Source: an optimization exercise on an open RTL-to-GDS flow (aim: small area, a short achievable clock period and few clock cycles per item). Production flows keep margins and buffers that such runs may drop.
Where RTL was checked, it was by simulation tests only, not by an equivalence proof against the original.
The RTL of run 1 was laid out without a check of its function.
Power is estimated from default activity; no workload was simulated.

[flow/config.mk]
export PLATFORM = sky130hd
export DESIGN_NAME = krnl_maxpool
export DESIGN_NICKNAME = krnl_maxpool
export VERILOG_FILES = /design/flow/design.v
export SDC_FILE = /design/flow/constraint.sdc
export NUM_CORES = 4
export LEC_CHECK = 0
export CAP_MARGIN = 20
export CORE_MARGIN = 2
export CORE_UTILIZATION = 40
export CTS_CLUSTER_DIAMETER = 100
export CTS_CLUSTER_SIZE = 28
export SETUP_SLACK_MARGIN = 1.8
export SLEW_MARGIN = 20
[flow/constraint.sdc]
create_clock -name core_clock -period 3.8 [get_ports {ap_clk}]
set_input_delay 0.7600 -clock core_clock [delete_from_list [all_inputs] [get_ports {ap_clk}]]
set_output_delay 0.7600 -clock core_clock [all_outputs]
set_load 0.01 [all_outputs]
[flow/design.v]
package maxpool_pkg;
  localparam int DATA_WIDTH = 32;
  typedef logic signed [DATA_WIDTH-1:0] elem_t;   
  typedef logic [15:0] count_t;                    
  localparam int AXIL_ADDR_WIDTH = 6;
  localparam int AXIL_DATA_WIDTH = 32;
  typedef logic [AXIL_ADDR_WIDTH-1:0] axil_addr_t;
  typedef logic [AXIL_DATA_WIDTH-1:0] axil_data_t;
  localparam axil_addr_t ADDR_CTRL    = 6'h00;   
  localparam axil_addr_t ADDR_IER     = 6'h04;   
  localparam axil_addr_t ADDR_WINDOWS = 6'h10;   
  localparam int CTRL_START_BIT = 0;
  localparam int CTRL_DONE_BIT  = 1;
  localparam int CTRL_IDLE_BIT  = 2;
endpackage
`timescale 1ns/1ps
module maxpool_control_s_axi (
  input  logic                    ap_clk,
  input  logic                    areset,
  input  logic                    awvalid,
  output logic                    awready,
  input  maxpool_pkg::axil_addr_t awaddr,
  input  logic                    wvalid,
  output logic                    wready,
  input  maxpool_pkg::axil_data_t wdata,
  input  logic [3:0]              wstrb,
  output logic                    bvalid,
  input  logic                    bready,
  output logic [1:0]              bresp,
  input  logic                    arvalid,
  output logic                    arready,
  input  maxpool_pkg::axil_addr_t araddr,
  output logic                    rvalid,
  input  logic                    rready,
  output maxpool_pkg::axil_data_t rdata,
  output logic [1:0]              rresp,
  input  logic                    job_done,     
  output logic                    job_start,    
  output maxpool_pkg::count_t     job_windows,
  output logic                    interrupt
);
  logic       wr_idle;      
  logic       rd_idle;      
  logic       wr_hs;        
  logic       ar_hs;
  logic       busy;         
  logic       done;         
  logic       ier;
  logic       ier_nxt;
  logic       done_nxt;
  logic [2:0] rd_lo;        
  logic       rd_win;       
  assign awready = wr_idle;
  assign wready  = wr_idle;
  assign bresp   = 2'b00;
  assign wr_hs   = wr_idle && awvalid && wvalid;
  always_ff @(posedge ap_clk) begin
    if (areset) begin
      wr_idle <= 1'b1;
      bvalid  <= 1'b0;
    end else if (wr_hs) begin
      wr_idle <= 1'b0;
      bvalid  <= 1'b1;
    end else if (bvalid && bready) begin
      wr_idle <= 1'b1;
      bvalid  <= 1'b0;
    end
  end
  always_ff @(posedge ap_clk) begin
    if (areset) begin
      job_windows <= '0;
    end else if (wr_hs && awaddr == maxpool_pkg::ADDR_WINDOWS) begin
      if (wstrb[0]) job_windows[7:0]  <= wdata[7:0];
      if (wstrb[1]) job_windows[15:8] <= wdata[15:8];
    end
  end
  assign ier_nxt  = (wr_hs && awaddr == maxpool_pkg::ADDR_IER && wstrb[0]) ? wdata[0] : ier;
  assign done_nxt = job_done || (done && !(ar_hs && araddr == maxpool_pkg::ADDR_CTRL));
  always_ff @(posedge ap_clk) begin
    if (areset) begin
      ier       <= 1'b0;
      done      <= 1'b0;
      busy      <= 1'b0;
      job_start <= 1'b0;
      interrupt <= 1'b0;
    end else begin
      ier       <= ier_nxt;
      done      <= done_nxt;
      interrupt <= ier_nxt && done_nxt;
      job_start <= wr_hs && awaddr == maxpool_pkg::ADDR_CTRL && wstrb[0] &&
                   wdata[maxpool_pkg::CTRL_START_BIT] && !busy;
      if (job_done) busy <= 1'b0;
      else if (job_start) busy <= 1'b1;
    end
  end
  assign arready = rd_idle;
  assign rresp   = 2'b00;
  assign ar_hs   = rd_idle && arvalid;
  always_ff @(posedge ap_clk) begin
    if (areset) begin
      rd_idle <= 1'b1;
      rvalid  <= 1'b0;
    end else if (ar_hs) begin
      rd_idle <= 1'b0;
      rvalid  <= 1'b1;
    end else if (rvalid && rready) begin
      rd_idle <= 1'b1;
      rvalid  <= 1'b0;
    end
  end
  always_ff @(posedge ap_clk) begin
    if (ar_hs) begin
      rd_win <= (araddr == maxpool_pkg::ADDR_WINDOWS);
      case (araddr)
        maxpool_pkg::ADDR_CTRL:    rd_lo <= {!busy && !job_start, done, busy || job_start};
        maxpool_pkg::ADDR_IER:     rd_lo <= {2'b00, ier};
        maxpool_pkg::ADDR_WINDOWS: rd_lo <= job_windows[2:0];
        default:                   rd_lo <= 3'b000;
      endcase
    end
  end
  assign rdata = {16'b0, job_windows[15:3] & {13{rd_win}}, rd_lo};
endmodule
`timescale 1ns/1ps
module maxpool_window (
  input  logic                ap_clk,
  input  logic                areset,
  input  logic                job_start,
  input  maxpool_pkg::count_t job_windows,
  input  logic                in_tvalid,
  output logic                in_tready,
  input  maxpool_pkg::elem_t  in_tdata,
  output logic                pool_tvalid,
  input  logic                pool_tready,    
  input  logic                pool_room_nxt,  
  output maxpool_pkg::elem_t  pool_tdata,
  output logic                job_done
);
  logic [17:0]        rem;         
  logic [17:0]        rem_nxt;
  logic               in_hs;
  logic               first;       
  logic               last_win;    
  logic               last_job;    
  logic               full_nxt;
  logic               hold_nxt;
  logic               more_nxt;    
  logic               first_nxt;   
  maxpool_pkg::elem_t last;        
  maxpool_pkg::elem_t prev;        
  logic               sel;         
  logic               gt_last;     
  logic               gt_prev;     
  maxpool_gt u_gt_last (.a(in_tdata), .b(last), .gt(gt_last));
  maxpool_gt u_gt_prev (.a(in_tdata), .b(prev), .gt(gt_prev));
  assign in_hs    = in_tvalid && in_tready;
  assign first    = (rem[1:0] == 2'd0);
  assign last_win = (rem[1:0] == 2'd1);
  assign last_job = (rem == 18'd1);
  assign job_done = (in_hs && last_job) || (job_start && job_windows == '0);
  assign pool_tdata = sel ? last : prev;
  always_comb begin
    rem_nxt = rem;
    if (job_start) rem_nxt = {job_windows, 2'b00};
    else if (in_hs) rem_nxt = rem - 18'd1;
  end
  assign more_nxt  = job_start ? (job_windows != '0) : in_hs ? !last_job : (rem != '0);
  assign first_nxt = job_start || (in_hs ? last_win : first);
  assign full_nxt = (in_hs && last_win) || (pool_tvalid && !pool_tready);
  assign hold_nxt = full_nxt && !pool_room_nxt;
  always_ff @(posedge ap_clk) begin
    if (areset) begin
      rem         <= '0;
      pool_tvalid <= 1'b0;
      in_tready   <= 1'b0;
    end else begin
      rem         <= rem_nxt;
      pool_tvalid <= full_nxt;
      in_tready   <= more_nxt && !(first_nxt && hold_nxt);
    end
  end
  always_ff @(posedge ap_clk) begin
    if (in_hs) begin
      last <= in_tdata;
      prev <= sel ? last : prev;
      sel  <= first || (sel ? gt_last : gt_prev);
    end
  end
endmodule
module maxpool_gt (
  input  maxpool_pkg::elem_t a,
  input  maxpool_pkg::elem_t b,
  output logic               gt
);
  logic [31:0] a_u, b_u;
  logic [31:0] g0, e0;
  logic [15:0] g1, e1;
  logic [7:0]  g2, e2;
  logic [3:0]  g3, e3;
  logic [1:0]  g4, e4;
  assign a_u = {~a[31], a[30:0]};
  assign b_u = {~b[31], b[30:0]};
  assign g0  = a_u & ~b_u;
  assign e0  = ~(a_u ^ b_u);
  for (genvar i = 0; i < 16; i++) begin : g_l1
    assign g1[i] = g0[2*i+1] | (e0[2*i+1] & g0[2*i]);
    assign e1[i] = e0[2*i+1] & e0[2*i];
  end
  for (genvar i = 0; i < 8; i++) begin : g_l2
    assign g2[i] = g1[2*i+1] | (e1[2*i+1] & g1[2*i]);
    assign e2[i] = e1[2*i+1] & e1[2*i];
  end
  for (genvar i = 0; i < 4; i++) begin : g_l3
    assign g3[i] = g2[2*i+1] | (e2[2*i+1] & g2[2*i]);
    assign e3[i] = e2[2*i+1] & e2[2*i];
  end
  for (genvar i = 0; i < 2; i++) begin : g_l4
    assign g4[i] = g3[2*i+1] | (e3[2*i+1] & g3[2*i]);
    assign e4[i] = e3[2*i+1] & e3[2*i];
  end
  assign gt = g4[1] | (e4[1] & g4[0]);
endmodule
`timescale 1ns/1ps
module maxpool_out_fifo #(
  parameter int FIFO_DEPTH = 16
) (
  input  logic               ap_clk,
  input  logic               areset,
  input  logic               pool_tvalid,
  output logic               pool_tready,    
  output logic               pool_room_nxt,  
  input  maxpool_pkg::elem_t pool_tdata,
  output logic               out_tvalid,
  input  logic               out_tready,
  output maxpool_pkg::elem_t out_tdata
);
  localparam int RING  = FIFO_DEPTH - 2;
  localparam int POS_W = $clog2(RING);
  localparam int CNT_W = $clog2(RING + 1);
  localparam logic [POS_W-1:0] LAST = POS_W'(RING - 1);
  maxpool_pkg::elem_t ring [RING];
  logic [CNT_W-1:0]   count;       
  logic [POS_W-1:0]   new_pos;     
  logic [POS_W-1:0]   old_pos;     
  logic [POS_W-1:0]   new_pos_inc;
  logic [POS_W-1:0]   old_pos_inc;
  logic               empty;
  logic               wr_en;
  logic               head_free;
  logic               take_ring;   
  assign empty       = (count == '0);
  assign pool_tready = empty || (count != CNT_W'(RING) && new_pos == '0);
  assign pool_room_nxt = empty ||
                         (wr_en && count < CNT_W'(RING - 1)) ||
                         (!wr_en && new_pos == LAST && count != CNT_W'(RING));
  assign wr_en       = pool_tvalid && pool_tready;
  assign head_free   = !out_tvalid || out_tready;
  assign take_ring   = head_free && !empty && (old_pos == '0);
  assign new_pos_inc = (new_pos == LAST) ? {POS_W{1'b0}} : new_pos + 1'b1;
  assign old_pos_inc = (old_pos == LAST) ? {POS_W{1'b0}} : old_pos + 1'b1;
  always_ff @(posedge ap_clk) begin
    if (areset) begin
      count      <= '0;
      new_pos    <= '0;
      old_pos    <= '0;
      out_tvalid <= 1'b0;
    end else begin
      case ({wr_en, take_ring})
        2'b10:   count <= count + 1'b1;
        2'b01:   count <= count - 1'b1;
        default: count <= count;
      endcase
      new_pos <= wr_en ? {POS_W{1'b0}} : new_pos_inc;
      if (wr_en && (empty || (count == CNT_W'(1) && take_ring))) old_pos <= '0;
      else if (!take_ring) old_pos <= old_pos_inc;
      out_tvalid <= take_ring || (out_tvalid && !out_tready);
    end
  end
  always_ff @(posedge ap_clk) begin
    ring[0] <= wr_en ? pool_tdata : ring[RING-1];
    for (int i = 1; i < RING; i++) ring[i] <= ring[i-1];
    if (head_free) out_tdata <= ring[0];
  end
endmodule
`timescale 1ns/1ps
module krnl_maxpool #(
  parameter int FIFO_DEPTH = 16    
) (
  input  logic                    ap_clk,
  input  logic                    areset,
  input  logic                    s_axi_control_awvalid,
  output logic                    s_axi_control_awready,
  input  maxpool_pkg::axil_addr_t s_axi_control_awaddr,
  input  logic                    s_axi_control_wvalid,
  output logic                    s_axi_control_wready,
  input  maxpool_pkg::axil_data_t s_axi_control_wdata,
  input  logic [3:0]              s_axi_control_wstrb,
  output logic                    s_axi_control_bvalid,
  input  logic                    s_axi_control_bready,
  output logic [1:0]              s_axi_control_bresp,
  input  logic                    s_axi_control_arvalid,
  output logic                    s_axi_control_arready,
  input  maxpool_pkg::axil_addr_t s_axi_control_araddr,
  output logic                    s_axi_control_rvalid,
  input  logic                    s_axi_control_rready,
  output maxpool_pkg::axil_data_t s_axi_control_rdata,
  output logic [1:0]              s_axi_control_rresp,
  output logic                    interrupt,
  input  logic                    in_tvalid,
  output logic                    in_tready,
  input  maxpool_pkg::elem_t      in_tdata,
  output logic                    out_tvalid,
  input  logic                    out_tready,
  output maxpool_pkg::elem_t      out_tdata
);
  logic                job_start;
  logic                job_done;
  maxpool_pkg::count_t job_windows;
  logic                pool_tvalid;
  logic                pool_tready;
  logic                pool_room_nxt;
  maxpool_pkg::elem_t  pool_tdata;
  maxpool_control_s_axi u_control (
    .ap_clk      (ap_clk),
    .areset      (areset),
    .awvalid     (s_axi_control_awvalid),
    .awready     (s_axi_control_awready),
    .awaddr      (s_axi_control_awaddr),
    .wvalid      (s_axi_control_wvalid),
    .wready      (s_axi_control_wready),
    .wdata       (s_axi_control_wdata),
    .wstrb       (s_axi_control_wstrb),
    .bvalid      (s_axi_control_bvalid),
    .bready      (s_axi_control_bready),
    .bresp       (s_axi_control_bresp),
    .arvalid     (s_axi_control_arvalid),
    .arready     (s_axi_control_arready),
    .araddr      (s_axi_control_araddr),
    .rvalid      (s_axi_control_rvalid),
    .rready      (s_axi_control_rready),
    .rdata       (s_axi_control_rdata),
    .rresp       (s_axi_control_rresp),
    .job_done    (job_done),
    .job_start   (job_start),
    .job_windows (job_windows),
    .interrupt   (interrupt)
  );
  maxpool_window u_window (
    .ap_clk        (ap_clk),
    .areset        (areset),
    .job_start     (job_start),
    .job_windows   (job_windows),
    .in_tvalid     (in_tvalid),
    .in_tready     (in_tready),
    .in_tdata      (in_tdata),
    .pool_tvalid   (pool_tvalid),
    .pool_tready   (pool_tready),
    .pool_room_nxt (pool_room_nxt),
    .pool_tdata    (pool_tdata),
    .job_done      (job_done)
  );
  maxpool_out_fifo #(
    .FIFO_DEPTH (FIFO_DEPTH)
  ) u_out_fifo (
    .ap_clk        (ap_clk),
    .areset        (areset),
    .pool_tvalid   (pool_tvalid),
    .pool_tready   (pool_tready),
    .pool_room_nxt (pool_room_nxt),
    .pool_tdata    (pool_tdata),
    .out_tvalid    (out_tvalid),
    .out_tready    (out_tready),
    .out_tdata     (out_tdata)
  );
endmodule
[flow/flow/run.sh]
#!/bin/bash
# The standard layout, with the port buffers made from buf_4 cells instead of
# the default delay buffers. Make's full output goes to standard_flow.log.
set -euo pipefail
export BUFFER_PORTS_ARGS="-buffer_cell sky130_fd_sc_hd__buf_4"
bash standard.sh > standard_flow.log 2>&1
[flow/standard.sh]
#!/bin/bash
# synth_recipe.tcl (not shown) runs the flow's synth.tcl, then flattens the netlist and writes it again
# the make line also repeats each setting of config.mk as NAME=value (left out here)
make -C /OpenROAD-flow-scripts/flow DESIGN_CONFIG=/design/flow/config.mk WORK_HOME=/design/flow/orfs CLKGATE_MAP_FILE= SYNTH_SCRIPT=/design/flow/synth_recipe.tcl "${@:-finish}"
==> flow_summary.yaml, run 1 <==
synthesis:
  synth_most_common_cell: "dfxtp_1"
  synth_compound_area_frac: 0.0427
  avgSynthCellArea_sq_um: 14.0
  synthAdderAreaFrac: 0.0522
  synth_top_family_by_area: "simple AND/OR/NAND/NOR gates"
  ys_ff_latch: 607
  synth_edf_count: 101
  synth_flop_cell: "dfxtp_1"
  yosys.area.top_type_share: 0.587
  synth_xor_xnor_area_share: 0.0102
  async_reset_ff_frac: 0
  ys_top_cells_by_area: "dfxtp_1 59%, edfxtp_1 18%, ha_1 5.2%, mux2_2 2.2%, inv_1 1.7%"
  synthMuxAreaShare: 0.0350
  synth_area_sq_mm: 0.0173
  synthTopCellsByCount: "506 x dfxtp_1, 101 x edfxtp_1, 77 x inv_1, 72 x ha_1, 70 x nor2_1"
  synth_cell_types: 55
  synthCells: 1230
  yosys.area_share.simple: 0.0660
  yosysWarnings: 4
  ys_seq_area_frac: 0.763
  synth_top_area_cell: "dfxtp_1"
placement:
  finalWeightedCongestion: 0.764
  hpwl_microns: 18700
  place.port_buffers: 126
routing:
  drtAntennaViolNets: 0
  num_vias: 8756
  wl_microns: 28200
  dr.first_iter.drc_count: 354
  drc: 0
  firstDrtPassIters: 5
  wl_per_cell_microns: 14.4
  routed_via_density: 4.48
clock_network:
  path_clk_slew_ns: 0.10
  cts_buffers: 25
  cts_tree: "built"
  clockBufferDepth: 3
  insertion_delay_ns: 0.59
  cts_num_sinks: 607
  root_buffer: "clkbuf_16"
  htreeDepth: 1
critical_path:
  worst_ep_arrival_time_ns: 1.43
  path_class: "reg2out"
  endpoint_kind: "primary output"
  path_max_fanout: 7
  crit_required_ns: 3.04
  crit_path_start_kind: "flop"
sta:
  relSlewSlack: 0.531
  rsz0062_at_grt: "yes"
  slew_violations: 0
  skew_ns: 0.0239
  setup_viol: 0
  min_period_over_period: 0.575
  worst_pin_slew_ns: 0.703
  hold_viol_final: 0
  period_minus_slack_ns: 2.19
  tns_ns: 0
  max_freq_ghz: 0.457
global_route:
  met2_usage: 0.203
  grt_pass1_vias: 8501
  grt_usage: 0.124
  grt-busiest-layer: "met2"
  met3_usage: 0.0286
  grt-ovfl-total: 0
  grtUsageMet1: 0.167
  grt_pass1_wl_microns: 44000
  antenna_found_initial: 4
  grt_max_degree: 52
layout:
  drive_gt1_frac: 0.214
  final_nets: 1549
  fillers: 3776
  synthToLayoutAreaGrowth_pct: 17.5
pwr:
  p_leak_nw: 8.46
  totalPowerFinal_w: 0.0127
  vdd_drop_max_mv: 0.392
  powerDensity_mw_per_mm2: 626
floorplanning:
  coreArea_sq_mm: 0.0428
  row_count: 76
  initial_core_util: 0.403
  die_x_microns: 212
  die_h_microns: 212
  dieArea_sq_mm: 0.0448
  ios: 165
run:
  cap_violations: 0
min_path:
  holdCritPathClass: "reg2reg"
outcome:
  status: "finished clean"
==> worst paths after layout <==
| check | from | end | slack [ns] | cells past startpoint |
|---|---|---|---|---|
| worst max-delay path | u_control.rd_win$_DFFE_PP_ | s_axi_control_rdata[10] | 1.61 | 3 |
| worst min-delay path | u_out_fifo.ring[8][20]$_DFF_P_ | u_out_fifo.ring[9][20]$_DFF_P_ | 0.33 | 0 |
| worst max register to register | u_window.rem[3]$_SDFFE_PP0P_ | u_window.rem[10]$_SDFFE_PP0P_ | 1.66 | 4 |
| worst min register to register | u_out_fifo.ring[8][20]$_DFF_P_ | u_out_fifo.ring[9][20]$_DFF_P_ | 0.33 | 0 |
==> state kept, by name, summed over array words and instances, names as in the netlist, 3 cells and up <==
name                   flops
u_out_fifo.old_pos         4
u_control.rd_lo            3
u_out_fifo.ring          448
u_control.job_windows     16
u_window.last             32
u_window.prev             32
u_out_fifo.count           4
u_out_fifo.new_pos         4
u_out_fifo.out_tdata      32
u_window.rem              18
==> area by class of cell <==
class / count / area, sq um / area share
Multi-Input combinational cell: 521 / 4140 / 0.204
Inverter: 79 / 312 / 0.0154
Timing Repair Buffer: 154 / 1230 / 0.0606
Antenna cell: 3 / 7.51 / 0.000370
Sequential cell: 607 / 13200 / 0.650
Tap cell: 546 / 683 / 0.0337
Clock inverter: 2 / 31.3 / 0.00154
Clock buffer: 42 / 689 / 0.0340
==> timing repair <==
action | CTS | global route
hold buffers | 0 | 0
pin swaps | 6 | 14
setup buffers | 11 | 13
resized for setup | 12 | 55
endpoints found under the setup margin | 67 | 52
==> cells in the final DEF (no fill, tap or decap), drive strengths merged, types with 4 or more instances in the layout <==
master and count:
dfxtp 506, buf 154, edfxtp 101, inv 80, ha 72, nor2 70
nand2 62, o21ai 46, clkbuf 42, a21oi 37, mux2 35, mux2i 21
a211oi 21, conb 20, and2 15, nand3 14, nor3 13, nand4 11
xor2 10, xnor2 10, nor4 7, or3 6, a21o 5, nand2b 5
nand4b 4, and4 4, nor2b 4, or4 4
==> metrics by stage <==
step | std cells | cell area, sq um | util | setup WS (ns) | hold WS [ns]
floorplan | 1249 | 17700 | - | 1.53 | 0.310
global placement | 1883 | 19100 | 0.447 | 1.38 | 0.310
detailed placement | 1883 | 19100 | 0.447 | 1.35 | 0.312
CTS | 1938 | 20000 | 0.467 | 1.59 | 0.325
global route | 1951 | 20300 | 0.474 | 1.54 | 0.332
finish | 1954 | 20300 | 0.474 | 1.61 | 0.326
==> power breakdown <==
| group | internal, W | switching, W | leakage (nW) | total, W |
|---|---|---|---|---|
| clock network | 0.00127 | 0.00184 | 0.344 | 0.00311 |
| logic | 0.000936 | 0.00103 | 2.99 | 0.00196 |
| registers | 0.00732 | 0.000295 | 5.13 | 0.00761 |
| total | 0.00953 | 0.00316 | 8.46 | 0.0127 |
==> worst max-delay path, cell delays in order, from the launching register on <==
cell and delay (ns):
edfxtp_1 0.43, buf_6 0.16, and2_4 0.15, buf_6 0.11
==> metal layers <==
layer	vias to the layer above	part of all wire
met2	142	0.46
met5	-	0.00050
li1	4411	-
met1	4169	0.48
met4	2	0.017
met3	32	0.046
==> cell families (layout without fill, tap and decap cells) <==
kind of cell	Yosys count	count (layout)
buffers and inverters	121	277
DFF	607	607
adders and majority gates	72	72
AOI/OAI and AO/OA	124	124
xor gates and xnor gates	20	20
other	1	23
muxes	56	56
and+or+nand+nor	229	229
==> run 2: changes to the inputs <==
--- a/flow/design.v
+++ b/flow/design.v
@@ -48,8 +48,7 @@
   logic       ier;
   logic       ier_nxt;
   logic       done_nxt;
-  logic [2:0] rd_lo;        
-  logic       rd_win;       
+  logic [15:0] rd_data;     
   assign awready = wr_idle;
   assign wready  = wr_idle;
   assign bresp   = 2'b00;
@@ -110,16 +109,15 @@
   end
   always_ff @(posedge ap_clk) begin
     if (ar_hs) begin
-      rd_win <= (araddr == maxpool_pkg::ADDR_WINDOWS);
       case (araddr)
-        maxpool_pkg::ADDR_CTRL:    rd_lo <= {!busy && !job_start, done, busy || job_start};
-        maxpool_pkg::ADDR_IER:     rd_lo <= {2'b00, ier};
-        maxpool_pkg::ADDR_WINDOWS: rd_lo <= job_windows[2:0];
-        default:                   rd_lo <= 3'b000;
+        maxpool_pkg::ADDR_CTRL:    rd_data <= {13'b0, !busy && !job_start, done, busy || job_start};
+        maxpool_pkg::ADDR_IER:     rd_data <= {15'b0, ier};
+        maxpool_pkg::ADDR_WINDOWS: rd_data <= job_windows;
+        default:                   rd_data <= '0;
       endcase
     end
   end
-  assign rdata = {16'b0, job_windows[15:3] & {13{rd_win}}, rd_lo};
+  assign rdata = {16'b0, rd_data};
 endmodule
 `timescale 1ns/1ps
 module maxpool_window (
--- a/flow/config.mk
+++ b/flow/config.mk
@@ -8,7 +8,7 @@
 export CAP_MARGIN = 20
 export CORE_MARGIN = 2
 export CORE_UTILIZATION = 40
-export CTS_CLUSTER_DIAMETER = 100
-export CTS_CLUSTER_SIZE = 28
-export SETUP_SLACK_MARGIN = 1.8
+export CTS_CLUSTER_DIAMETER = 90
+export CTS_CLUSTER_SIZE = 34
+export SETUP_SLACK_MARGIN = 1.5
 export SLEW_MARGIN = 20
==> run 2 against run 1 <==
  * Global-route usage down 0.64 points
  * Clock power up 9.0%
  * Critical endpoint is now u_out_fifo.count[2]$_SDFFE_PP0P_
  * Setup slack better by 0.020 ns
==> flow_summary.yaml, run 2 <==
placement:
  place.port_buffers: 126
  finalWeightedCongestion: 0.774
  hpwl_microns: 18000
clock_network:
  clockBufferDepth: 3
  root_buffer: "clkbuf_16"
  insertion_delay_ns: 0.61
  htreeDepth: 1
  postCtsResizedCells: 1
  post-cts-setup-buffers: 0
  cts_num_sinks: 619
  cts_tree: "built"
  path_clk_slew_ns: 0.11
  cts_buffers: 25
  cts_hold_buf: 0
synthesis:
  ys_seq_area_frac: 0.765
  synthTopCellsByCount: "506 x dfxtp_1, 113 x edfxtp_1, 75 x inv_1, 72 x ha_1, 66 x nand2_1"
  avgSynthCellArea_sq_um: 14.3
  synth_flop_cell: "dfxtp_1"
  synth_top_area_cell: "dfxtp_1"
  synthCells: 1237
  yosysWarnings: 4
  synth_edf_count: 113
  async_reset_ff_frac: 0
  synth_area_sq_mm: 0.0177
  synth_cell_types: 59
  synth_most_common_cell: "dfxtp_1"
  ys_top_cells_by_area: "dfxtp_1 57%, edfxtp_1 19%, ha_1 5.1%, mux2_2 2.2%, inv_1 1.6%"
  yosys.area.top_type_share: 0.573
  ys_ff_latch: 619
routing:
  num_vias: 8657
  drc: 0
  drtAntennaViolNets: 0
  wl_per_cell_microns: 13.7
  routed_via_density: 4.37
  firstDrtPassIters: 4
  dr.first_iter.drc_count: 427
  wl_microns: 27200
critical_path:
  path_class: "reg2reg"
  worst_ep_arrival_time_ns: 2.68
  cp_common_cell: "ha_1"
  critPathSlowestCell: "or3_1"
  cp_num_buf_inv: 1
  cp_top_family: "simple AND/OR/NAND/NOR gates"
  crit_path_start_kind: "flop"
  path_max_fanout: 6
  timing.rr.end: "u_out_fifo.count[2]$_SDFFE_PP0P_"
  endpoint_kind: "flop"
  reg2reg_slack_ns: 1.63
  reg2reg_depth: 8
  r2r_start: "u_out_fifo.count[0]$_SDFFE_PP0P_"
  cp_cell_sequence: "inv_1, ha_1, nor3b_4, a31oi_1, nand2b_2, ha_1, or3_1, a21oi_1"
  crit_required_ns: 4.31
  slowest_delay_ns: 0.39
global_route:
  grt_pass1_vias: 8435
  antenna_found_initial: 0
  grt_max_degree: 53
  grt_pass1_wl_microns: 43700
  grt_usage: 0.117
  grt-ovfl-total: 0
layout:
  drive_gt1_frac: 0.161
  layout_common_cells: "506 x dfxtp_1, 130 x buf_4, 113 x edfxtp_1"
  final_common_cell: "dfxtp_1"
  final_nets: 1530
  top_register: "u_out_fifo.ring"
  synthToLayoutAreaGrowth_pct: 13.8
  fillers: 3987
  largest_reg_flops: 448
pwr:
  vdd_drop_max_mv: 0.424
  p_leak_nw: 8.41
  powerDensity_mw_per_mm2: 636
sta:
  min_period_over_period: 0.570
  period_minus_slack_ns: 2.17
  max_freq_ghz: 0.462
  holdWs_ns: 0.319
  setup_viol: 0
  rsz0062_at_grt: "yes"
  relSlewSlack: 0.472
  slew_violations: 0
  tns_ns: 0
  worst_pin_slew_ns: 0.792
  hold_viol_final: 0
  skew_ns: 0.0378
min_path:
  holdCritPathClass: "reg2reg"
  hold_path_end: "u_out_fifo.ring[3][19]$_DFF_P_"
  holdCritStartpoint: "u_out_fifo.ring[2][19]$_DFF_P_"
  hold_depth: 0
outcome:
  status: "finished clean"
floorplanning:
  die_x_microns: 214
  ios: 165
  die_h_microns: 214
  coreArea_sq_mm: 0.0439
  dieArea_sq_mm: 0.0459
  initial_core_util: 0.402
  row_count: 77
run:
  cap_violations: 0
[run 2: changes by cell type after synthesis, sizes merged, moves of 4 or more]
cell / delta
edfxtp: +12
nor2: -11
xor2: -4
a211oi: -5
clkbuf: +4
nand2: +4
[run 2: cell type report]
type / instances / area, sq um / area share
antenna: 1 / 2.50 / 0.000124
clock buffer: 35 / 663 / 0.0330
clock inverter: 11 / 175 / 0.00871
inverter: 75 / 285 / 0.0142
multi-input combinational: 517 / 3730 / 0.185
sequential: 619 / 13500 / 0.673
tap: 592 / 741 / 0.0368
timing repair buffer: 131 / 990 / 0.0492
[run 2: report_power, final]
| part | internal [W] | leakage [nW] | switching (W) | total (W) |
|---|---|---|---|---|
| Clock | 0.00134 | 0.402 | 0.00205 | 0.00339 |
| Combinational | 0.000720 | 2.77 | 0.000889 | 0.00161 |
| Sequential | 0.00746 | 5.24 | 0.000323 | 0.00778 |
| Total | 0.00952 | 8.41 | 0.00326 | 0.0128 |
[run 2: metrics by stage]
stage                     utilization  cells  instance area, sq um  setup slack, ns  power [W]
after floorplan                     -   1256                 17800             1.42    0.00896
after global placement          0.438   1934                 19300             1.08    0.00950
after detailed placement        0.438   1934                 19300             1.11    0.00956
after CTS                       0.457   1980                 20100             1.59     0.0130
after global routing            0.458   1980                 20100             1.47     0.0134
final                           0.458   1981                 20100             1.63     0.0128
[run 2: worst max-delay path by stage]
stage,startpoint,slack (ns),depth (start not counted),to
final,u_out_fifo.count[0]$_SDFFE_PP0P_,1.63,8,u_out_fifo.count[2]$_SDFFE_PP0P_
after global routing,u_out_fifo.count[0]$_SDFFE_PP0P_,1.47,8,u_out_fifo.count[2]$_SDFFE_PP0P_
after CTS,u_out_fifo.count[0]$_SDFFE_PP0P_,1.59,8,u_out_fifo.count[2]$_SDFFE_PP0P_
after detailed placement,in_tdata[11],1.11,7,u_window.sel$_DFFE_PP_
after global placement,in_tdata[11],1.08,7,u_window.sel$_DFFE_PP_
after floorplan,in_tvalid,1.42,6,u_control.done$_SDFF_PP0_
[run 2: cell families after synthesis]
| family | after synthesis | synth area share |
|---|---|---|
| flip-flops | 619 | 0.765 |
| AND/OR/NAND/NOR | 225 | 0.0680 |
| AO/OA/AOI/OAI | 128 | 0.0437 |
| buffers and inverters | 120 | 0.0302 |
| adder cells (fa/ha/maj) | 72 | 0.0510 |
| multiplexers | 53 | 0.0324 |
| XOR/XNOR | 19 | 0.00941 |
| other | 1 | 0.000212 |
[run 2: metal layers]
metal	vias up	track usage	routed length (microns)
met5	-	0	0
met4	0	0.0273	571
met3	44	0.0295	1450
met2	142	0.185	11800
met1	4065	0.163	13300
li1	4406	-	-
Testbench counts of run 2, summed over its fixed seeds: cycles 8,364, items 2,035.
==> run 3: changes to the inputs <==
--- a/flow/config.mk
+++ b/flow/config.mk
@@ -7,8 +7,8 @@
 export LEC_CHECK = 0
 export CAP_MARGIN = 20
 export CORE_MARGIN = 2
-export CORE_UTILIZATION = 40
-export CTS_CLUSTER_DIAMETER = 90
-export CTS_CLUSTER_SIZE = 34
+export CORE_UTILIZATION = 60
+export CTS_CLUSTER_DIAMETER = 100
+export CTS_CLUSTER_SIZE = 28
 export SETUP_SLACK_MARGIN = 1.5
 export SLEW_MARGIN = 20
==> run 3 against run 2 <==
  * First-iteration DRC count is 18% higher
  * Register-to-register slack hardly changed
  * Wire length is 3.7% lower
  * Sequential power hardly changed
  * Critical endpoint unchanged
==> flow_summary.yaml, run 3 <==
sta:
  hold_viol_final: 0
  worst_slack_ns: 1.63
  max_freq_ghz: 0.462
  holdWs_ns: 0.308
  skew_ns: 0.0314
  slew_violations: 0
  period_minus_slack_ns: 2.17
  min_period_over_period: 0.570
  worst_pin_slew_ns: 0.810
  relSlewSlack: 0.460
  setup_viol: 0
  tns_ns: 0
  rsz0062_at_grt: "no"
critical_path:
  cp_top_family: "simple AND/OR/NAND/NOR gates"
  timing.rr.end: "u_out_fifo.count[2]$_SDFFE_PP0P_"
  crit_required_ns: 4.29
  critPathSlowestCell: "dfxtp_1"
  worst_ep_arrival_time_ns: 2.66
  cp_cell_sequence: "inv_1, ha_1, nor3b_4, a31oi_1, nand2b_2, ha_1, or3_1, a21oi_1"
  reg2reg_slack_ns: 1.63
  slowest_delay_ns: 0.41
  endpoint_kind: "flop"
  cp_common_cell: "ha_1"
  reg2reg_depth: 8
  path_max_fanout: 6
  path_class: "reg2reg"
  r2r_start: "u_out_fifo.count[0]$_SDFFE_PP0P_"
  cp_num_buf_inv: 1
  crit_path_start_kind: "flop"
placement:
  place.port_buffers: 126
  placed_cell_area_sq_mm: 0.0190
  hpwl_microns: 17300
  place_ws_ns: 1.11
  finalWeightedCongestion: 0.799
floorplanning:
  die_x_microns: 176
  initial_core_util: 0.613
  dieArea_sq_mm: 0.0308
  die_h_microns: 176
  ios: 165
  row_count: 62
  coreArea_sq_mm: 0.0289
pwr:
  p_leak_nw: 8.38
  comb_power_share: 0.130
  p_sw_frac: 0.243
  totalPowerFinal_w: 0.0126
  internal_power_w: 0.00954
  p_clk_frac: 0.253
  vdd_drop_max_mv: 0.551
  powerDensity_mw_per_mm2: 636
  pwr-share-seq: 0.618
  power_switching_w: 0.00307
clock_network:
  htreeDepth: 1
  path_clk_slew_ns: 0.10
  root_buffer: "clkbuf_16"
  insertion_delay_ns: 0.56
  clockBufferDepth: 3
  cts_hold_buf: 0
  cts_tree: "built"
  cts_buffers: 26
  cts_num_sinks: 619
synthesis:
  synth_edf_count: 113
  yosys.area.top_type_share: 0.573
  ys_top_cells_by_area: "dfxtp_1 57%, edfxtp_1 19%, ha_1 5.1%, mux2_2 2.2%, inv_1 1.6%"
  synth_area_sq_mm: 0.0177
  synth_flop_cell: "dfxtp_1"
  ys_ff_latch: 619
  synth_top_area_cell: "dfxtp_1"
  avgSynthCellArea_sq_um: 14.3
  synth_cell_types: 59
  ys_seq_area_frac: 0.765
  async_reset_ff_frac: 0
  synth_most_common_cell: "dfxtp_1"
  synthTopCellsByCount: "506 x dfxtp_1, 113 x edfxtp_1, 75 x inv_1, 72 x ha_1, 66 x nand2_1"
  synthCells: 1237
  yosysWarnings: 4
global_route:
  grt_pass1_wl_microns: 42200
  grt_usage: 0.171
  grt-ovfl-total: 0
  grt_pass1_vias: 8418
  antenna_found_initial: 1
  grt_max_degree: 53
outcome:
  status: "finished clean"
routing:
  wl_microns: 26100
  wl_per_cell_microns: 14.7
  firstDrtPassIters: 4
  num_vias: 8650
  drc: 0
  routed_via_density: 4.87
  dr.first_iter.drc_count: 505
  drtAntennaViolNets: 0
layout:
  multi_input_area_sq_mm: 0.00373
  drive_gt1_frac: 0.155
  synthToLayoutAreaGrowth_pct: 12.1
  design_area_sq_mm: 0.0198
  seq_area_sq_mm: 0.0135
  fillers: 2086
  final_common_cell: "dfxtp_1"
  top_register: "u_out_fifo.ring"
  largest_reg_flops: 448
  layout_common_cells: "506 x dfxtp_1, 128 x buf_4, 113 x edfxtp_1"
  final_nets: 1531
min_path:
  hold_depth: 0
  holdCritPathClass: "reg2reg"
  holdCritStartpoint: "u_out_fifo.ring[3][22]$_DFF_P_"
  hold_path_end: "u_out_fifo.ring[4][22]$_DFF_P_"
run:
  cap_violations: 0
==> run 3: cell counts after synthesis <==
No cell type changed its count.
==> run 3: how the worst max path moves through the flow <==
stage	startpoint	to	slack, ns	cells past startpoint
after floorplan	in_tvalid	u_control.done$_SDFF_PP0_	1.42	6
final	u_out_fifo.count[0]$_SDFFE_PP0P_	u_out_fifo.count[2]$_SDFFE_PP0P_	1.63	8
after global routing	u_out_fifo.count[0]$_SDFFE_PP0P_	u_out_fifo.count[2]$_SDFFE_PP0P_	1.50	8
after CTS	u_out_fifo.count[0]$_SDFFE_PP0P_	u_out_fifo.count[2]$_SDFFE_PP0P_	1.59	8
after detailed placement	in_tdata[11]	u_window.sel$_DFFE_PP_	1.11	7
after global placement	in_tdata[9]	u_window.sel$_DFFE_PP_	1.14	7
==> run 3: stage by stage <==
| step | cells | util |
|---|---|---|
| after floorplan | 1256 | - |
| after detailed placement | 1725 | 0.659 |
| after CTS | 1773 | 0.686 |
| after global placement | 1725 | 0.659 |
| after global routing | 1774 | 0.686 |
| final | 1775 | 0.686 |
==> run 3: layout make-up <==
| class | count | share of cell area |
|---|---|---|
| diodes | 1 | 0.000126 |
| clock buffers | 46 | 0.0366 |
| clock inverters | 2 | 0.00234 |
| inverters | 75 | 0.0144 |
| multi-input cells | 517 | 0.188 |
| flip-flops and latches | 619 | 0.683 |
| well taps | 384 | 0.0243 |
| repair buffers | 131 | 0.0511 |
==> run 3: logic make-up (layout without fill, tap and decap cells) <==
family	after synthesis	after routing	share of synthesized area
adders and majority gates	72	72	0.0510
AOI/OAI and AO/OA	128	128	0.0437
DFF	619	619	0.765
and+or+nand+nor	225	225	0.0680
muxes	53	53	0.0324
buffers and inverters	120	254	0.0302
xor gates and xnor gates	19	19	0.00941
other	1	21	0.000212
==> run 3: repair_timing <==
| action | in CTS | in global routing |
|---|---|---|
| setup buffers | 0 | 1 |
| setup endpoints to repair | 1 | 8 |
| resized for setup | 1 | 3 |
| cloned | 0 | 0 |
==> run 3: power groups by stage <==
stage          registers [W]  clock network [W]  logic (W)
4_1_cts              0.00779            0.00331    0.00163
2_1_floorplan        0.00788                  0    0.00107
5_1_grt              0.00787            0.00351    0.00184
6_report             0.00778            0.00319    0.00163
3_3_place_gp         0.00790                  0    0.00159
3_5_place_dp         0.00793                  0    0.00162
==> run 3: layer usage <==
metal	share of wire	track usage	vias up
met1	0.49	0.243	4052
met5	0	0	-
li1	-	-	4416
met2	0.44	0.277	156
met3	0.049	0.0331	26
met4	0.015	0.0320	0
==> run 4: changes to the inputs <==
--- a/flow/config.mk
+++ b/flow/config.mk
@@ -7,7 +7,7 @@
 export LEC_CHECK = 0
 export CAP_MARGIN = 20
 export CORE_MARGIN = 2
-export CORE_UTILIZATION = 60
+export CORE_UTILIZATION = 40
 export CTS_CLUSTER_DIAMETER = 100
 export CTS_CLUSTER_SIZE = 28
 export SETUP_SLACK_MARGIN = 1.5
==> run 4 against run 3 <==
  * Sequential cell count stayed put
  * Synthesized cell count stayed put
  * Clock power is 3% higher
  * Die area is 49% higher
  * Critical endpoint is now u_window.sel$_DFFE_PP_
==> flow_summary.yaml, run 4 <==
layout:
  final_common_cell: "dfxtp_1"
  largest_reg_flops: 448
  seq_area_sq_mm: 0.0135
  synthToLayoutAreaGrowth_pct: 13.5
  layout_common_cells: "505 x dfxtp_1, 130 x buf_4, 113 x edfxtp_1"
  post-route-util: 0.457
  drive_gt1_frac: 0.158
  top_register: "u_out_fifo.ring"
  final_nets: 1532
  multi_input_area_sq_mm: 0.00373
  fillers: 3995
sta:
  period_minus_slack_ns: 2.16
  rsz0062_at_grt: "no"
  setup_viol: 0
  slew_violations: 0
  tns_ns: 0
  skew_ns: 0.0167
  worst_pin_slew_ns: 0.775
  relSlewSlack: 0.483
  hold_viol_final: 0
  max_freq_ghz: 0.464
  worst_slack_ns: 1.64
  min_period_over_period: 0.567
floorplanning:
  dieArea_sq_mm: 0.0459
  die_x_microns: 214
  initial_core_util: 0.402
  row_count: 77
  die_h_microns: 214
  coreArea_sq_mm: 0.0439
  ios: 165
synthesis:
  synthTopCellsByCount: "506 x dfxtp_1, 113 x edfxtp_1, 75 x inv_1, 72 x ha_1, 66 x nand2_1"
  synthCells: 1237
  yosys.area.top_type_share: 0.573
  ys_ff_latch: 619
  avgSynthCellArea_sq_um: 14.3
  synth_edf_count: 113
  async_reset_ff_frac: 0
  yosysWarnings: 4
  synth_top_area_cell: "dfxtp_1"
  synth_flop_cell: "dfxtp_1"
  synth_area_sq_mm: 0.0177
  synth_cell_types: 59
  synth_most_common_cell: "dfxtp_1"
  ys_seq_area_frac: 0.765
  ys_top_cells_by_area: "dfxtp_1 57%, edfxtp_1 19%, ha_1 5.1%, mux2_2 2.2%, inv_1 1.6%"
pwr:
  powerDensity_mw_per_mm2: 632
  vdd_drop_max_mv: 0.382
  p_leak_nw: 8.39
  totalPowerFinal_w: 0.0127
routing:
  routed_via_density: 4.35
  met2_length_microns: 11800
  dr.first_iter.drc_count: 424
  wl_microns: 27400
  num_vias: 8629
  met3RoutedLength_microns: 1550
  wl_met1_microns: 13400
  drc: 0
  firstDrtPassIters: 4
  wl_per_cell_microns: 13.8
  drtAntennaViolNets: 0
  maxUsedRoutingLayer: "met4"
clock_network:
  cts_tree: "built"
  htreeDepth: 1
  cts_buffers: 26
  cts_num_sinks: 619
  root_buffer: "clkbuf_16"
  path_clk_slew_ns: 0.10
  insertion_delay_ns: 0.58
  clockBufferDepth: 3
critical_path:
  critPathSlowestCell: "a221oi_1"
  slowest_delay_ns: 0.60
  worst_ep_arrival_time_ns: 2.48
  endpoint_kind: "flop"
  crit_required_ns: 4.13
  cp_cell_sequence: "inv_1, ha_1, a21oi_1, o21ai_0, a221oi_1, o311ai_0, a2bb2oi_1"
  path_class: "reg2reg"
  crit_path_start_kind: "flop"
  path_max_fanout: 3
global_route:
  grt_pass1_vias: 8430
  grt_pass1_wl_microns: 43700
  grt_usage: 0.117
  grt-ovfl-total: 0
  grt_max_degree: 53
  antenna_found_initial: 0
placement:
  place_ws_ns: 1.11
  hpwl_microns: 18000
  finalWeightedCongestion: 0.774
  place.port_buffers: 126
outcome:
  status: "finished clean"
min_path:
  holdCritPathClass: "reg2reg"
run:
  cap_violations: 0
-- run 4: what timing repair did --
item | CTS | global route
cloned | 0 | 0
resized for setup | 1 | 5
endpoints found under the setup margin | 32 | 33
buffers inserted | 0 | 1
hold buffers | 0 | 0
pin swaps | 0 | 0
-- run 4: final timing paths --
check	depth (start not counted)	slack (ns)	to	startpoint
min reg2reg	0	0.32	u_out_fifo.ring[4][23]$_DFF_P_	u_out_fifo.ring[3][23]$_DFF_P_
min	0	0.32	u_out_fifo.ring[4][23]$_DFF_P_	u_out_fifo.ring[3][23]$_DFF_P_
max reg2reg	7	1.64	u_window.sel$_DFFE_PP_	u_window.prev[11]$_DFFE_PP_
max	7	1.64	u_window.sel$_DFFE_PP_	u_window.prev[11]$_DFFE_PP_
-- run 4: metal layers --
metal | vias up | global-route usage
met5 | - | 0
met4 | 0 | 0.0347
met3 | 39 | 0.0274
met2 | 147 | 0.183
met1 | 4038 | 0.163
li1 | 4405 | -
-- run 4: metrics by stage --
step	area (sq um)	hold slack, ns	cells
finish	20100	0.323	1983
CTS	20000	0.323	1981
global route	20100	0.323	1982
floorplan	17800	0.310	1256
global placement	19300	0.310	1934
detailed placement	19300	0.312	1934
-- run 4: kinds of logic (layout without fill, tap and decap cells) --
family | Yosys count | after routing | synth area share
buffers and inverters | 120 | 254 | 0.0302
and+or+nand+nor | 225 | 225 | 0.0680
AOI/OAI and AO/OA | 128 | 128 | 0.0437
adders and majority gates | 72 | 72 | 0.0510
xor gates and xnor gates | 19 | 19 | 0.00941
DFF | 619 | 619 | 0.765
muxes | 53 | 53 | 0.0324
other | 1 | 21 | 0.000212
-- run 4: area by class of cell --
| cell class | instances | share of cell area |
|---|---|---|
| flip-flops and latches | 619 | 0.674 |
| multi-input cells | 517 | 0.186 |
| repair buffers | 132 | 0.0501 |
| clock buffers | 45 | 0.0375 |
| well taps | 592 | 0.0369 |
| inverters | 75 | 0.0142 |
| clock inverters | 2 | 0.00137 |
| diodes | 1 | 0.000125 |
-- run 4: power by group --
group | total (W) | switching [W] | internal [W]
combinational | 0.00162 | 0.000892 | 0.000727
clock | 0.00328 | 0.00189 | 0.00138
sequential | 0.00778 | 0.000317 | 0.00746
-- run 4: critical path: cells and delay by family, from the launching register on --
kind,cells,cell delay [ns]
buf+inv,1,0.09
flops,1,0.38
compound gates,5,1.21
fa+ha+maj,1,0.24
==> run 5: changes to the inputs <==
--- a/flow/config.mk
+++ b/flow/config.mk
@@ -10,5 +10,5 @@
 export CORE_UTILIZATION = 40
 export CTS_CLUSTER_DIAMETER = 100
 export CTS_CLUSTER_SIZE = 28
-export SETUP_SLACK_MARGIN = 1.5
+export SETUP_SLACK_MARGIN = 2.1
 export SLEW_MARGIN = 20
==> run 5 against run 4 <==
  * Total power rose by 4.8%
  * Clock-buffer cell count shrank 1
  * Utilization rose by 2.5 points
  * Global-route usage is 1.3 points higher
  * Largest cell class unchanged
  * Highest routed layer unchanged
==> flow_summary.yaml, run 5 <==
sta:
  rsz0062_at_grt: "yes"
  slew_violations: 0
  min_period_over_period: 0.525
  tns_ns: 0
  relSlewSlack: 0.556
  setup_viol: 0
  max_freq_ghz: 0.501
  skew_ns: 0.0258
  worst_pin_slew_ns: 0.666
  period_minus_slack_ns: 1.99
  hold_viol_final: 0
routing:
  drtAntennaViolNets: 0
  firstDrtPassIters: 4
  wl_microns: 29900
  dr.first_iter.drc_count: 427
  drc: 0
  routed_via_density: 4.45
  num_vias: 8989
  wl_per_cell_microns: 14.8
pwr:
  pwr-share-seq: 0.588
  powerDensity_mw_per_mm2: 627
  power_switching_w: 0.00335
  p_leak_nw: 8.84
  p_sw_frac: 0.252
  internal_power_w: 0.00993
  comb_power_share: 0.164
  p_clk_frac: 0.248
  vdd_drop_max_mv: 0.384
layout:
  drive_gt1_frac: 0.217
  fillers: 3895
  post-route-util: 0.482
  synthToLayoutAreaGrowth_pct: 19.9
  top_register: "u_out_fifo.ring"
  final_nets: 1571
  layout_common_cells: "489 x dfxtp_1, 113 x edfxtp_1, 102 x buf_4"
  largest_reg_flops: 448
  design_area_sq_mm: 0.0212
  final_common_cell: "dfxtp_1"
min_path:
  hold_depth: 0
  holdCritPathClass: "reg2reg"
clock_network:
  htreeDepth: 1
  cts_num_sinks: 619
  insertion_delay_ns: 0.58
  cts_hold_buf: 0
  root_buffer: "clkbuf_16"
  clockBufferDepth: 3
  path_clk_slew_ns: 0.11
  cts_tree: "built"
  cts_buffers: 26
synthesis:
  ys_top_cells_by_area: "dfxtp_1 57%, edfxtp_1 19%, ha_1 5.1%, mux2_2 2.2%, inv_1 1.6%"
  synth_top_area_cell: "dfxtp_1"
  ys_ff_latch: 619
  ys_seq_area_frac: 0.765
  synth_flop_cell: "dfxtp_1"
  synthCells: 1237
  avgSynthCellArea_sq_um: 14.3
  async_reset_ff_frac: 0
  synth_cell_types: 59
  synth_most_common_cell: "dfxtp_1"
  synthTopCellsByCount: "506 x dfxtp_1, 113 x edfxtp_1, 75 x inv_1, 72 x ha_1, 66 x nand2_1"
  synth_area_sq_mm: 0.0177
  synth_edf_count: 113
  yosysWarnings: 4
  yosys.area.top_type_share: 0.573
floorplanning:
  row_count: 77
  dieArea_sq_mm: 0.0459
  initial_core_util: 0.402
  die_h_microns: 214
  ios: 165
  die_x_microns: 214
  coreArea_sq_mm: 0.0439
global_route:
  grt_pass1_vias: 8993
  grt_usage: 0.130
  grt_max_degree: 67
  grt_pass1_wl_microns: 47700
  antenna_found_initial: 1
  grt-ovfl-total: 0
placement:
  hpwl_microns: 18700
  placed_cell_area_sq_mm: 0.0195
  place.port_buffers: 126
  finalWeightedCongestion: 0.778
critical_path:
  worst_ep_arrival_time_ns: 2.45
  reg2reg_depth: 7
  crit_path_start_kind: "flop"
  crit_required_ns: 4.26
  path_class: "reg2reg"
  path_max_fanout: 3
  endpoint_kind: "flop"
run:
  cap_violations: 0
outcome:
  status: "finished clean"
run 5: cell counts after synthesis:
Identical to the previous run, type by type.
run 5: power by group through the flow:
| stage | clock [W] | combinational (W) | sequential (W) |
|---|---|---|---|
| detailed placement | 0 | 0.00176 | 0.00795 |
| global route | 0.00367 | 0.00241 | 0.00789 |
| floorplan | 0 | 0.00122 | 0.00790 |
| global placement | 0 | 0.00172 | 0.00793 |
| CTS | 0.00344 | 0.00206 | 0.00780 |
| finish | 0.00329 | 0.00218 | 0.00780 |
run 5: layout make-up:
type / instances / area [sq um] / area share
antenna: 1 / 2.50 / 0.000118
clock buffer: 44 / 739 / 0.0349
clock inverter: 2 / 46.3 / 0.00219
inverter: 75 / 294 / 0.0139
multi-input combinational: 517 / 4150 / 0.196
sequential: 619 / 13600 / 0.640
tap: 592 / 741 / 0.0350
timing repair buffer: 170 / 1660 / 0.0781
timing repair inverter: 1 / 5.00 / 0.000236
run 5: cells by family (layout without fill, tap and decap cells):
logic type,after synthesis,in the layout,synth area share
flops,619,619,0.765
other cells,1,21,0.000212
xor+xnor,19,19,0.00941
simple gates,225,225,0.0680
fa+ha+maj,72,72,0.0510
mux,53,53,0.0324
compound gates,128,128,0.0437
buf+inv,120,292,0.0302
run 5: per-stage QoR:
step	hold WS (ns)	power (W)	std cells	setup WS, ns
6_report	0.320	0.0133	2021	1.81
2_1_floorplan	0.310	0.00911	1256	1.43
4_1_cts	0.310	0.0133	2013	1.77
5_1_grt	0.314	0.0140	2021	1.72
3_3_place_gp	0.310	0.00965	1935	1.20
3_5_place_dp	0.312	0.00971	1935	1.18
run 5: final timing paths:
kind | to | start | slack (ns)
setup reg to reg | u_window.sel$_DFFE_PP_ | u_window.prev[23]$_DFFE_PP_ | 1.81
hold reg to reg | u_out_fifo.ring[12][26]$_DFF_P_ | u_out_fifo.ring[11][26]$_DFF_P_ | 0.32
hold / removal | u_out_fifo.ring[12][26]$_DFF_P_ | u_out_fifo.ring[11][26]$_DFF_P_ | 0.32
setup / recovery | u_window.sel$_DFFE_PP_ | u_window.prev[23]$_DFFE_PP_ | 1.81
run 5: timing repair:
item	4_1_cts	5_1_grt
cloned	4	1
gates resized for setup	86	43
buffers inserted	28	6
setup endpoints to repair	201	110
pin swaps	9	8
run 5: worst max-delay path, cell delays in order, from the launching register on:
cell and delay, ns:
edfxtp_1 0.34, inv_1 0.07, ha_4 0.28, nand4_1 0.17
or3_1 0.43, or3_1 0.32, o22ai_1 0.12, a2bb2oi_1 0.16
run 5: per-layer routing:
metal / routed length [microns] / vias to the layer above / track usage / part of all wire
li1: - / 4497 / - / -
met5: 0 / - / 0 / 0
met4: 637 / 0 / 0.0396 / 0.021
met2: 13700 / 105 / 0.208 / 0.46
met1: 14500 / 4348 / 0.182 / 0.49
met3: 1070 / 39 / 0.0210 / 0.036
==> run 6: changes to the inputs <==
--- a/flow/config.mk
+++ b/flow/config.mk
@@ -10,5 +10,5 @@
 export CORE_UTILIZATION = 40
 export CTS_CLUSTER_DIAMETER = 100
 export CTS_CLUSTER_SIZE = 28
-export SETUP_SLACK_MARGIN = 2.1
+export SETUP_SLACK_MARGIN = 2.5
 export SLEW_MARGIN = 20
==> run 6 against run 5 <==
  * Setup slack worse by 0.062 ns
  * Via count up 1.3%
  * Synthesized area unchanged
  * First-iteration DRC count down 6.3%
  * Sequential cell count unchanged
  * Global-route usage up 0.21 points
  * Sequential power about the same
  * Total power up 3.1%
  * Critical path depth unchanged
  * Non-clock buffer count up 20
==> flow_summary.yaml, run 6 <==
routing:
  drc: 0
  wl_per_cell_microns: 15.1
  firstDrtPassIters: 4
  drtAntennaViolNets: 0
  routed_via_density: 4.45
  wl_microns: 30900
  dr.first_iter.drc_count: 400
  num_vias: 9105
critical_path:
  endpoint_kind: "flop"
  cp_common_cell: "or3_4"
  cp_top_family: "simple AND/OR/NAND/NOR gates"
  path_class: "reg2reg"
  cp_num_buf_inv: 1
  crit_path_start_kind: "flop"
  critPathSlowestCell: "or3_4"
  crit_required_ns: 4.24
  path_max_fanout: 2
  cp_cell_sequence: "inv_2, ha_4, nand4_1, or3_4, or3_4, o22ai_2, a2bb2oi_2"
  worst_ep_arrival_time_ns: 2.50
  slowest_delay_ns: 0.45
layout:
  largest_reg_flops: 448
  final_nets: 1592
  seq_area_sq_mm: 0.0136
  multi_input_area_sq_mm: 0.00427
  layout_common_cells: "485 x dfxtp_1, 113 x edfxtp_1, 103 x buf_4"
  top_register: "u_out_fifo.ring"
  synthToLayoutAreaGrowth_pct: 22.6
  final_common_cell: "dfxtp_1"
  fillers: 3850
  post-route-util: 0.493
  drive_gt1_frac: 0.248
global_route:
  grt_usage: 0.132
  grt_max_degree: 53
  grt-ovfl-total: 0
  grt_pass1_vias: 9155
  grt_pass1_wl_microns: 48500
  antenna_found_initial: 2
synthesis:
  synth_edf_count: 113
  avgSynthCellArea_sq_um: 14.3
  yosysWarnings: 4
  synthTopCellsByCount: "506 x dfxtp_1, 113 x edfxtp_1, 75 x inv_1, 72 x ha_1, 66 x nand2_1"
  synth_area_sq_mm: 0.0177
  synth_most_common_cell: "dfxtp_1"
  synth_cell_types: 59
  synthCells: 1237
  async_reset_ff_frac: 0
  ys_ff_latch: 619
  synth_top_area_cell: "dfxtp_1"
  yosys.area.top_type_share: 0.573
  synth_flop_cell: "dfxtp_1"
  ys_top_cells_by_area: "dfxtp_1 57%, edfxtp_1 19%, ha_1 5.1%, mux2_2 2.2%, inv_1 1.6%"
  ys_seq_area_frac: 0.765
pwr:
  powerDensity_mw_per_mm2: 632
  p_leak_nw: 9.02
  vdd_drop_max_mv: 0.403
min_path:
  holdCritPathClass: "reg2reg"
clock_network:
  cts_tree: "built"
  root_buffer: "clkbuf_16"
  path_clk_slew_ns: 0.10
  cts_hold_buf: 0
  clockBufferDepth: 3
  htreeDepth: 1
  cts_buffers: 26
  insertion_delay_ns: 0.59
  cts_num_sinks: 619
sta:
  skew_ns: 0.0219
  min_period_over_period: 0.541
  setup_viol: 0
  tns_ns: 0
  max_freq_ghz: 0.486
  hold_viol_final: 0
  rsz0062_at_grt: "yes"
  slew_violations: 0
  period_minus_slack_ns: 2.06
floorplanning:
  initial_core_util: 0.402
  dieArea_sq_mm: 0.0459
  coreArea_sq_mm: 0.0439
  die_h_microns: 214
  die_x_microns: 214
  row_count: 77
  ios: 165
placement:
  place.port_buffers: 126
  hpwl_microns: 18900
  finalWeightedCongestion: 0.756
run:
  cap_violations: 0
outcome:
  status: "finished clean"
## run 6: cell counts after synthesis
No cell type changed its count.
## run 6: cell families after synthesis
| kind of cell | count (synthesis) | synth area share |
|---|---|---|
| xor+xnor | 19 | 0.00941 |
| buf+inv | 120 | 0.0302 |
| compound gates | 128 | 0.0437 |
| mux | 53 | 0.0324 |
| other cells | 1 | 0.000212 |
| flops | 619 | 0.765 |
| simple gates | 225 | 0.0680 |
| fa+ha+maj | 72 | 0.0510 |
## run 6: path summary, 6_finish.rpt
path | from | endpoint | slack [ns] | cells after the start
worst min-delay path | u_out_fifo.ring[9][14]$_DFF_P_ | u_out_fifo.ring[10][14]$_DFF_P_ | 0.33 | 0
worst min register to register | u_out_fifo.ring[9][14]$_DFF_P_ | u_out_fifo.ring[10][14]$_DFF_P_ | 0.33 | 0
worst max register to register | u_window.prev[20]$_DFFE_PP_ | u_window.sel$_DFFE_PP_ | 1.74 | 7
worst max-delay path | u_window.prev[20]$_DFFE_PP_ | u_window.sel$_DFFE_PP_ | 1.74 | 7
## run 6: cell type report
| cell class | instances | share of cell area |
|---|---|---|
| inverters | 75 | 0.0136 |
| diodes | 1 | 0.000115 |
| clock inverters | 4 | 0.00162 |
| multi-input cells | 517 | 0.197 |
| well taps | 592 | 0.0342 |
| repair buffers | 190 | 0.0921 |
| repair inverters | 2 | 0.000693 |
| flip-flops and latches | 619 | 0.626 |
| clock buffers | 44 | 0.0346 |
## run 6: per-stage QoR
| step | cell area (sq um) | std cells | hold WS (ns) | worst slack, ns | power (W) |
|---|---|---|---|---|---|
| floorplan | 18100 | 1256 | 0.310 | 1.43 | 0.00913 |
| global placement | 19600 | 1936 | 0.310 | 1.25 | 0.00968 |
| detailed placement | 19600 | 1936 | 0.312 | 1.21 | 0.00974 |
| CTS | 21300 | 2028 | 0.290 | 1.74 | 0.0136 |
| global route | 21700 | 2044 | 0.303 | 1.66 | 0.0144 |
| finish | 21700 | 2044 | 0.326 | 1.74 | 0.0137 |
## run 6: routing by layer
metal  wire length [microns]  vias to the layer above  global-route usage
met1                   14600                     4405               0.181
met3                    1000                       46              0.0224
met5                       9                        -                   0
met2                   14400                      105               0.216
met4                     856                        2              0.0375
li1                        -                     4547                   -
## run 6: power by group
group | switching, W | internal, W | leakage (nW) | total, W
clock network | 0.00193 | 0.00138 | 0.380 | 0.00331
logic | 0.00123 | 0.00134 | 3.39 | 0.00257
registers | 0.000332 | 0.00748 | 5.25 | 0.00781
total | 0.00349 | 0.0102 | 9.02 | 0.0137
## run 6: repair_timing
action                     4_1_cts  5_1_grt
cloned                           6        2
setup buffers                   38       13
resized for setup              122       60
setup endpoints to repair      286      235
pin swaps                       31       20
==> run 7: changes to the inputs <==
--- a/flow/config.mk
+++ b/flow/config.mk
@@ -10,5 +10,5 @@
 export CORE_UTILIZATION = 40
 export CTS_CLUSTER_DIAMETER = 100
 export CTS_CLUSTER_SIZE = 28
-export SETUP_SLACK_MARGIN = 2.5
+export SETUP_SLACK_MARGIN = 1.8
 export SLEW_MARGIN = 20
==> run 7 against run 6 <==
  * Global-route usage down 0.99 points
  * Total power down 6.4%
  * Still clean
  * Via count down 4.0%
  * First-iteration DRC count up 2.8%
  * Highest routed layer unchanged
  * Clock power down 2%
  * Critical endpoint unchanged
  * Combinational power down about 30%
  * Register-to-register slack better by 0.03 ns
==> flow_summary.yaml, run 7 <==
sta:
  min_period_over_period: 0.532
  hold_viol_final: 0
  setup_viol: 0
  relSlewSlack: 0.472
  slew_violations: 0
  max_freq_ghz: 0.495
  skew_ns: 0.0190
  tns_ns: 0
  worst_pin_slew_ns: 0.792
  rsz0062_at_grt: "yes"
  period_minus_slack_ns: 2.02
floorplanning:
  initial_core_util: 0.402
  die_x_microns: 214
  die_h_microns: 214
  ios: 165
  dieArea_sq_mm: 0.0459
  coreArea_sq_mm: 0.0439
  row_count: 77
routing:
  num_vias: 8745
  wl_per_cell_microns: 14.3
  drtAntennaViolNets: 0
  firstDrtPassIters: 5
  drc: 0
  dr.first_iter.drc_count: 411
  routed_via_density: 4.38
  wl_microns: 28600
pwr:
  p_leak_nw: 8.47
  vdd_drop_max_mv: 0.391
  powerDensity_mw_per_mm2: 629
run:
  cap_violations: 0
synthesis:
  synth_edf_count: 113
  ys_seq_area_frac: 0.765
  synth_top_area_cell: "dfxtp_1"
  ys_top_cells_by_area: "dfxtp_1 57%, edfxtp_1 19%, ha_1 5.1%, mux2_2 2.2%, inv_1 1.6%"
  ys_ff_latch: 619
  synth_area_sq_mm: 0.0177
  synthTopCellsByCount: "506 x dfxtp_1, 113 x edfxtp_1, 75 x inv_1, 72 x ha_1, 66 x nand2_1"
  yosysWarnings: 4
  yosys.area.top_type_share: 0.573
  synth_cell_types: 59
  synthCells: 1237
  synth_flop_cell: "dfxtp_1"
  synth_most_common_cell: "dfxtp_1"
  avgSynthCellArea_sq_um: 14.3
  async_reset_ff_frac: 0
critical_path:
  timing.rr.end: "u_window.sel$_DFFE_PP_"
  path_max_fanout: 2
  endpoint_kind: "flop"
  worst_ep_arrival_time_ns: 2.37
  r2r_start: "u_window.last[27]$_DFFE_PP_"
  critPathSlowestCell: "edfxtp_1"
  reg2reg_slack_ns: 1.78
  cp-startpoint: "u_window.last[27]$_DFFE_PP_"
  path_class: "reg2reg"
  crit_required_ns: 4.15
  reg2reg_depth: 7
  cp_cell_sequence: "inv_1, ha_1, and3_1, o21a_1, a221o_1, a211oi_1, a2bb2oi_2"
  crit_path_start_kind: "flop"
  slowest_delay_ns: 0.39
  critical_path.endpoint: "u_window.sel$_DFFE_PP_"
layout:
  final_nets: 1544
  final_cells: 1995
  seq_area_sq_mm: 0.0135
  fillers: 3916
  largest_reg_flops: 448
  multi_input_area_sq_mm: 0.00393
  layout_common_cells: "502 x dfxtp_1, 140 x buf_4, 113 x edfxtp_1"
  final_common_cell: "dfxtp_1"
  drive_gt1_frac: 0.183
  top_register: "u_out_fifo.ring"
  post-route-util: 0.464
  synthToLayoutAreaGrowth_pct: 15.3
clock_network:
  root_buffer: "clkbuf_16"
  cts_num_sinks: 619
  clockBufferDepth: 3
  insertion_delay_ns: 0.59
  path_clk_slew_ns: 0.11
  cts_hold_buf: 0
  cts_buffers: 26
  htreeDepth: 1
  cts_tree: "built"
outcome:
  status: "finished clean"
global_route:
  grt_pass1_vias: 8618
  grt_pass1_wl_microns: 45600
  antenna_found_initial: 3
  grt_max_degree: 53
  grt-ovfl-total: 0
  grt_usage: 0.122
placement:
  dp.cells: 1935
  hpwl_microns: 18500
  finalWeightedCongestion: 0.770
  place.port_buffers: 126
min_path:
  holdCritPathClass: "reg2reg"
==> run 7: cell counts after synthesis <==
No cell type changed its count.
==> run 7: cells by family (layout without fill, tap and decap cells) <==
logic type / Yosys count / after routing / share of synthesized area
AO/OA/AOI/OAI: 128 / 128 / 0.0437
multiplexers: 53 / 53 / 0.0324
buffers and inverters: 120 / 265 / 0.0302
flip-flops: 619 / 619 / 0.765
AND/OR/NAND/NOR: 225 / 225 / 0.0680
XOR/XNOR: 19 / 19 / 0.00941
other: 1 / 22 / 0.000212
adder cells (fa/ha/maj): 72 / 72 / 0.0510
==> run 7: worst max-delay path: cells and delay by family, from the launching register on <==
kind            cells  cell delay, ns
compound gates      4            0.87
fa+ha+maj           1            0.24
simple gates        1            0.21
flops               1            0.39
buf+inv             1            0.08
==> run 7: power by group <==
part / internal, W / total [W] / leakage, nW / switching (W)
sequential: 0.00747 / 0.00778 / 5.24 / 0.000316
combinational: 0.000825 / 0.00179 / 2.87 / 0.000967
clock: 0.00133 / 0.00323 / 0.362 / 0.00191
total: 0.00962 / 0.0128 / 8.47 / 0.00319
==> run 7: final cells by class <==
| type | count | share of cell area |
|---|---|---|
| clock inverter | 3 | 0.00221 |
| multi-input combinational | 517 | 0.193 |
| clock buffer | 43 | 0.0351 |
| inverter | 75 | 0.0141 |
| antenna | 2 | 0.000246 |
| tap | 592 | 0.0363 |
| sequential | 619 | 0.664 |
| timing repair buffer | 144 | 0.0553 |
==> run 7: worst min-delay path by stage <==
stage / depth (start not counted) / slack [ns] / start / end
finish: 0 / 0.31 / u_out_fifo.ring[5][0]$_DFF_P_ / u_out_fifo.ring[6][0]$_DFF_P_
global route: 1 / 0.32 / in_tdata[31] / u_window.last[31]$_DFFE_PP_
CTS: 2 / 0.31 / s_axi_control_awaddr[4] / u_control.job_start$_SDFF_PP0_
detailed placement: 0 / 0.31 / u_out_fifo.ring[6][25]$_DFF_P_ / u_out_fifo.ring[7][25]$_DFF_P_
global placement: 0 / 0.31 / u_out_fifo.ring[10][6]$_DFF_P_ / u_out_fifo.ring[11][6]$_DFF_P_
floorplan: 0 / 0.31 / u_out_fifo.ring[9][0]$_DFF_P_ / u_out_fifo.ring[10][0]$_DFF_P_
==> run 7: timing repair <==
| action | CTS | global route |
|---|---|---|
| gates resized for setup | 7 | 15 |
| setup endpoints to repair | 42 | 28 |
| gates cloned | 0 | 1 |
| pin swaps | 2 | 6 |
| setup buffers | 7 | 4 |
==> run 7: layer usage <==
layer | global-route usage | up-vias | share of wire
met5 | 0 | - | 0.00056
met4 | 0.0331 | 2 | 0.026
met3 | 0.0326 | 46 | 0.054
met2 | 0.185 | 153 | 0.43
met1 | 0.173 | 4112 | 0.49
li1 | - | 4432 | -
==> run 7: per-stage QoR <==
| step | total power (W) | hold WS, ns | instance area [sq um] | worst slack [ns] |
|---|---|---|---|---|
| 2_1_floorplan | 0.00903 | 0.310 | 17900 | 1.42 |
| 3_3_place_gp | 0.00961 | 0.311 | 19400 | 1.20 |
| 3_5_place_dp | 0.00966 | 0.312 | 19400 | 1.22 |
| 4_1_cts | 0.0129 | 0.315 | 20200 | 1.80 |
| 5_1_grt | 0.0135 | 0.321 | 20400 | 1.67 |
| 6_report | 0.0128 | 0.314 | 20400 | 1.78 |

==> port drivers added, routing unchanged <==
The results above use ideal ports. As a check the final layouts listed here were re-extracted and re-timed, cells and wires unchanged. Step 1 assumes that a clkbuf_16 drives the clock port and a buf_2 every other input. Step 2 also shifts input and output timing later by t, the mid clock arrival at the registers, as if the neighbouring blocks saw the same clock. Slacks: no drivers / after step 1 / after step 2; pairs: no drivers / after step 1.
| run | t, ns | slack for setup (ns) | hold slack, ns | clock arrival spread, ns |
|---|---|---|---|---|
| run 1 | 0.625 | 1.614 / 1.564 / 1.166 | 0.326 / 0.326 / 0.326 | 0.025 / 0.025 |
| run 2 | 0.636 | 1.634 / 1.634 / 1.189 | 0.319 / 0.319 / 0.319 | 0.041 / 0.040 |
| run 3 | 0.601 | 1.634 / 1.634 / 1.222 | 0.308 / 0.308 / 0.308 | 0.040 / 0.039 |
| run 4 | 0.619 | 1.644 / 1.644 / 1.145 | 0.323 / 0.323 / 0.323 | 0.018 / 0.018 |
| run 5 | 0.629 | 1.806 / 1.792 / 1.280 | 0.320 / 0.320 / 0.320 | 0.038 / 0.038 |
| run 6 | 0.629 | 1.744 / 1.744 / 1.220 | 0.326 / 0.307 / 0.326 | 0.026 / 0.027 |
| run 7 | 0.629 | 1.779 / 1.779 / 1.229 | 0.314 / 0.314 / 0.314 | 0.020 / 0.021 |
After both steps every run listed still meets setup and hold. For run 7, which loses most, drivers alone change the setup slack by 0.000 ns; drivers and shift together by -0.550 ns.
